From an optimization exercise on the open Yosys and OpenROAD flow, aimed at small area and a short achievable clock period; shortcuts taken in it are not production practice.
Where RTL was checked, it was by simulation tests only, not by an equivalence proof against the original.
No activity file was given, so power comes from the tool's default toggle rates.

==> module rc4_cipher_buffer, before the edit <==
module rc4_cipher_buffer #(
   parameter  int DATA_W = 8,
   parameter  int DEPTH  = 256,
   localparam int ADDR_W = $clog2(DEPTH)
) (
   input  logic              clk,
   input  logic              rst,
   input  logic              flush,
   input  logic              wr_valid,
   input  logic [DATA_W-1:0] wr_data,
   input  logic              rd_start,
   input  logic              rd_ready,
   output logic              rd_valid,
   output logic [DATA_W-1:0] rd_data,
   output logic              rd_last,
   output logic [ADDR_W:0]   frame_len,
   output logic              busy,
   output logic              overflow,
   output logic              wr_drop,
   output logic [1:0]        o_dbg_state
);
   localparam int OFF_W = 2;
   localparam int COL_W = (ADDR_W - OFF_W) / 2;
   localparam int ROW_W = ADDR_W - OFF_W - COL_W;
   localparam int NOFF  = 1 << OFF_W;
   localparam int NCOL  = 1 << COL_W;
   localparam int NROW  = 1 << ROW_W;
   localparam logic [1:0] S_IDLE    = 2'd0;
   localparam logic [1:0] S_CAPTURE = 2'd1;
   localparam logic [1:0] S_HOLD    = 2'd2;
   localparam logic [1:0] S_REPLAY  = 2'd3;
   localparam logic [ADDR_W:0] DEPTH_L = (ADDR_W+1)'(DEPTH);
   logic [DEPTH*DATA_W-1:0] r_ring;
   logic [1:0]        r_state;
   logic [ADDR_W:0]   r_count;
   logic [ADDR_W:0]   r_frame_len;
   logic              r_overflow;
   logic              r_wr_drop;
   logic [ADDR_W-1:0] r_phase;
   logic [NOFF-1:0]   r_q_off;
   logic [NCOL-1:0]   r_q_col;
   logic [NROW-1:0]   r_q_row;
   logic [DATA_W-1:0] r_tap_dly [NOFF];   
   logic              r_prime;      
   logic [ADDR_W-1:0] r_rem;        
   logic              r_rd_valid;
   logic              r_rd_last;
   logic [DATA_W-1:0] r_rd_data;
   logic              w_cap_start;
   logic              w_wr_en;
   logic              w_rep_start;
   logic              w_fetch;
   logic              w_fetch_last;
   logic              w_xfer_last;
   logic [ADDR_W-1:0] w_phase_nxt;
   logic [DATA_W-1:0] w_tap_word;
   logic [DATA_W-1:0] w_rd_word;
   assign w_cap_start  = ((r_state == S_IDLE) || (r_state == S_HOLD)) & wr_valid;
   assign w_wr_en      = w_cap_start | ((r_state == S_CAPTURE) & wr_valid & (r_count < DEPTH_L));
   assign w_rep_start  = (r_state == S_HOLD) & ~wr_valid & rd_start;
   assign w_xfer_last  = r_rd_valid & rd_ready & r_rd_last;
   assign w_fetch      = rst & ~flush & (r_state == S_REPLAY) & ~r_prime &
                         (~r_rd_valid | (rd_ready & ~r_rd_last));
   assign w_fetch_last = w_fetch & (r_rem == '0);
   always_ff @(posedge clk) begin
      r_ring <= {r_ring[(DEPTH-1)*DATA_W-1:0],
                 w_wr_en ? wr_data : r_ring[DEPTH*DATA_W-1 -: DATA_W]};
   end
   assign w_phase_nxt = w_cap_start ? '0 : r_phase + 1'b1;
   always_ff @(posedge clk) begin
      r_phase <= w_phase_nxt;
   end
   always_ff @(posedge clk) begin
      if (w_cap_start || w_fetch_last) begin
         for (int i = 0; i < NOFF; i++) r_q_off[i] <= (w_phase_nxt[OFF_W-1:0] == i);
         for (int i = 0; i < NCOL; i++) r_q_col[i] <= (w_phase_nxt[OFF_W+COL_W-1:OFF_W] == i);
         for (int i = 0; i < NROW; i++) r_q_row[i] <= (w_phase_nxt[ADDR_W-1:OFF_W+COL_W] == i);
      end else if (!w_fetch) begin
         r_q_off <= {r_q_off[NOFF-2:0], r_q_off[NOFF-1]};
         if (r_q_off[NOFF-1]) begin
            r_q_col <= {r_q_col[NCOL-2:0], r_q_col[NCOL-1]};
            if (r_q_col[NCOL-1]) r_q_row <= {r_q_row[NROW-2:0], r_q_row[NROW-1]};
         end
      end
   end
   always_comb begin
      w_tap_word = '0;
      for (int r = 0; r < NROW; r++) begin
         logic [DATA_W-1:0] row_word;
         row_word = '0;
         for (int c = 0; c < NCOL; c++)
            row_word = row_word |
                       (r_ring[((r*NCOL+c)*NOFF)*DATA_W +: DATA_W] & {DATA_W{r_q_col[c]}});
         w_tap_word = w_tap_word | (row_word & {DATA_W{r_q_row[r]}});
      end
   end
   always_ff @(posedge clk) begin
      r_tap_dly[1] <= w_tap_word;
      for (int i = 2; i < NOFF; i++) r_tap_dly[i] <= r_tap_dly[i-1];
   end
   always_comb begin
      w_rd_word = w_tap_word & {DATA_W{r_q_off[0]}};
      for (int i = 1; i < NOFF; i++)
         w_rd_word = w_rd_word | (r_tap_dly[i] & {DATA_W{r_q_off[i]}});
   end
   always_ff @(posedge clk) begin
      if (w_fetch) r_rd_data <= w_rd_word;
   end
   always_ff @(posedge clk) begin
      if (w_rep_start)  r_rem <= ADDR_W'(r_frame_len - 1'b1);
      else if (w_fetch) r_rem <= r_rem - 1'b1;
   end
   always_ff @(posedge clk) begin
      if (!rst || flush) begin
         r_state     <= S_IDLE;
         r_count     <= '0;
         r_frame_len <= '0;
         r_overflow  <= 1'b0;
         r_wr_drop   <= 1'b0;
         r_prime     <= 1'b0;
         r_rd_valid  <= 1'b0;
         r_rd_last   <= 1'b0;
      end else begin
         r_prime <= w_rep_start;
         if (w_cap_start) begin
            r_state     <= S_CAPTURE;
            r_count     <= (ADDR_W+1)'(1);
            r_frame_len <= '0;
            r_overflow  <= 1'b0;
            r_wr_drop   <= 1'b0;
         end else if (w_rep_start) begin
            r_state <= S_REPLAY;
         end
         if (r_state == S_CAPTURE) begin
            if (wr_valid) begin
               if (r_count < DEPTH_L) r_count <= r_count + 1'b1;
               else                   r_overflow <= 1'b1;
            end else begin
               r_frame_len <= r_count;
               r_state     <= S_HOLD;
            end
         end
         if (r_state == S_REPLAY) begin
            if (wr_valid) r_wr_drop <= 1'b1;
            if (w_xfer_last) begin
               r_state    <= S_HOLD;
               r_rd_valid <= 1'b0;
               r_rd_last  <= 1'b0;
            end else if (w_fetch) begin
               r_rd_valid <= 1'b1;
               r_rd_last  <= (r_rem == '0);
            end
         end
      end
   end
   assign rd_valid    = r_rd_valid;
   assign rd_data     = r_rd_data;
   assign rd_last     = r_rd_last;
   assign frame_len   = r_frame_len;
   assign overflow    = r_overflow;
   assign wr_drop     = r_wr_drop;
   assign busy        = r_state[0];
   assign o_dbg_state = r_state;
endmodule
clock: 4.2 ns
lec_check: 0
cap_margin: 20
core_margin: 2
core_utilization: 60
setup_slack_margin: 2.0
slew_margin: 20
run.sh (not shown) runs the stock make flow with config.mk's settings and CLKGATE_MAP_FILE= SYNTH_SCRIPT=/design/flow/synth_recipe.tcl, a recipe that flattens the netlist after the stock synthesis.
Change:
--- a/flow/design.v
+++ b/flow/design.v
@@ -44,4 +44,5 @@
    logic              r_prime;      
    logic [ADDR_W-1:0] r_rem;        
+   logic              r_rem_zero;   
    logic              r_rd_valid;
    logic              r_rd_last;
@@ -60,7 +61,7 @@
    assign w_rep_start  = (r_state == S_HOLD) & ~wr_valid & rd_start;
    assign w_xfer_last  = r_rd_valid & rd_ready & r_rd_last;
-   assign w_fetch      = rst & ~flush & (r_state == S_REPLAY) & ~r_prime &
+   assign w_fetch      = (r_state == S_REPLAY) & ~r_prime &
                          (~r_rd_valid | (rd_ready & ~r_rd_last));
-   assign w_fetch_last = w_fetch & (r_rem == '0);
+   assign w_fetch_last = w_fetch & r_rem_zero;
    always_ff @(posedge clk) begin
       r_ring <= {r_ring[(DEPTH-1)*DATA_W-1:0],
@@ -71,16 +72,27 @@
       r_phase <= w_phase_nxt;
    end
+   logic              w_q_load;
+   logic              w_q_hold;
+   logic              w_q_adv;
+   logic              w_col_adv;
+   logic              w_row_adv;
+   assign w_q_load  = w_cap_start | w_fetch_last;
+   assign w_q_hold  = ~w_q_load & w_fetch;
+   assign w_q_adv   = ~w_q_load & ~w_fetch;
+   assign w_col_adv = w_q_adv & r_q_off[NOFF-1];
+   assign w_row_adv = w_col_adv & r_q_col[NCOL-1];
    always_ff @(posedge clk) begin
-      if (w_cap_start || w_fetch_last) begin
-         for (int i = 0; i < NOFF; i++) r_q_off[i] <= (w_phase_nxt[OFF_W-1:0] == i);
-         for (int i = 0; i < NCOL; i++) r_q_col[i] <= (w_phase_nxt[OFF_W+COL_W-1:OFF_W] == i);
-         for (int i = 0; i < NROW; i++) r_q_row[i] <= (w_phase_nxt[ADDR_W-1:OFF_W+COL_W] == i);
-      end else if (!w_fetch) begin
-         r_q_off <= {r_q_off[NOFF-2:0], r_q_off[NOFF-1]};
-         if (r_q_off[NOFF-1]) begin
-            r_q_col <= {r_q_col[NCOL-2:0], r_q_col[NCOL-1]};
-            if (r_q_col[NCOL-1]) r_q_row <= {r_q_row[NROW-2:0], r_q_row[NROW-1]};
-         end
-      end
+      for (int i = 0; i < NOFF; i++)
+         r_q_off[i] <= (w_q_load & (w_phase_nxt[OFF_W-1:0] == i)) |
+                       (~w_q_adv & ~w_q_load & r_q_off[i]) |
+                       (w_q_adv & r_q_off[(i+NOFF-1)%NOFF]);
+      for (int i = 0; i < NCOL; i++)
+         r_q_col[i] <= (w_q_load & (w_phase_nxt[OFF_W+COL_W-1:OFF_W] == i)) |
+                       (~w_col_adv & ~w_q_load & r_q_col[i]) |
+                       (w_col_adv & r_q_col[(i+NCOL-1)%NCOL]);
+      for (int i = 0; i < NROW; i++)
+         r_q_row[i] <= (w_q_load & (w_phase_nxt[ADDR_W-1:OFF_W+COL_W] == i)) |
+                       (~w_row_adv & ~w_q_load & r_q_row[i]) |
+                       (w_row_adv & r_q_row[(i+NROW-1)%NROW]);
    end
    always_comb begin
@@ -105,9 +117,14 @@
    end
    always_ff @(posedge clk) begin
-      if (w_fetch) r_rd_data <= w_rd_word;
+      r_rd_data <= (w_rd_word & {DATA_W{w_fetch}}) | (r_rd_data & {DATA_W{~w_fetch}});
    end
    always_ff @(posedge clk) begin
-      if (w_rep_start)  r_rem <= ADDR_W'(r_frame_len - 1'b1);
-      else if (w_fetch) r_rem <= r_rem - 1'b1;
+      if (w_rep_start) begin
+         r_rem      <= ADDR_W'(r_frame_len - 1'b1);
+         r_rem_zero <= (r_frame_len == (ADDR_W+1)'(1));
+      end else if (w_fetch) begin
+         r_rem      <= r_rem - 1'b1;
+         r_rem_zero <= (r_rem == ADDR_W'(1));
+      end
    end
    always_ff @(posedge clk) begin
@@ -149,5 +166,5 @@
             end else if (w_fetch) begin
                r_rd_valid <= 1'b1;
-               r_rd_last  <= (r_rem == '0);
+               r_rd_last  <= r_rem_zero;
             end
          end
Outcome: Power fell slightly; die area is about the same; worst setup slack is better by 0.17 ns; sequential power stays flat; routed wire length rose slightly; synthesized area stays flat; non-clock buffer count fell by 31; global-route usage rose by 0.47 points; sequential cell count rose by 1; worst hold slack is worse by 0.019 ns; via count fell slightly; sequential share of layout area rose by 0.63 points; core utilization fell by 0.84 points; final area fell slightly.
Function not checked in the second run of this note: the RTL went through the layout flow alone.

## port drivers added, routing unchanged
The flow's constraints put no driver on any port. The routed layouts listed below were extracted and timed again, unchanged, in two steps. Step 1 sets driving cells, clkbuf_16 on the clock port and buf_2 on the other inputs (assumed; they add their load-dependent delay and slew). Step 2 adds t to the input delays and takes it off the output delays; t is the mean of the earliest and latest rising clock arrival at the registers after step 1. Input paths then give back, and output paths get back, about the clock's delay inside the block. Slacks: no drivers / after step 1 / after step 2; pairs: no drivers / after step 1.
run	shift t [ns]	slack for setup (ns)	worst setup path at the end	slew at the worst register clock pin (ns)
the first run	0.801	1.790 / 1.790 / 1.387	input to register	0.07 / 0.07
the second run	0.819	1.958 / 1.889 / 1.264	input to register	0.07 / 0.07
After both steps every run listed still meets setup and hold. For the second run, which loses most, drivers alone change the setup slack by -0.069 ns; drivers and shift together by -0.694 ns.
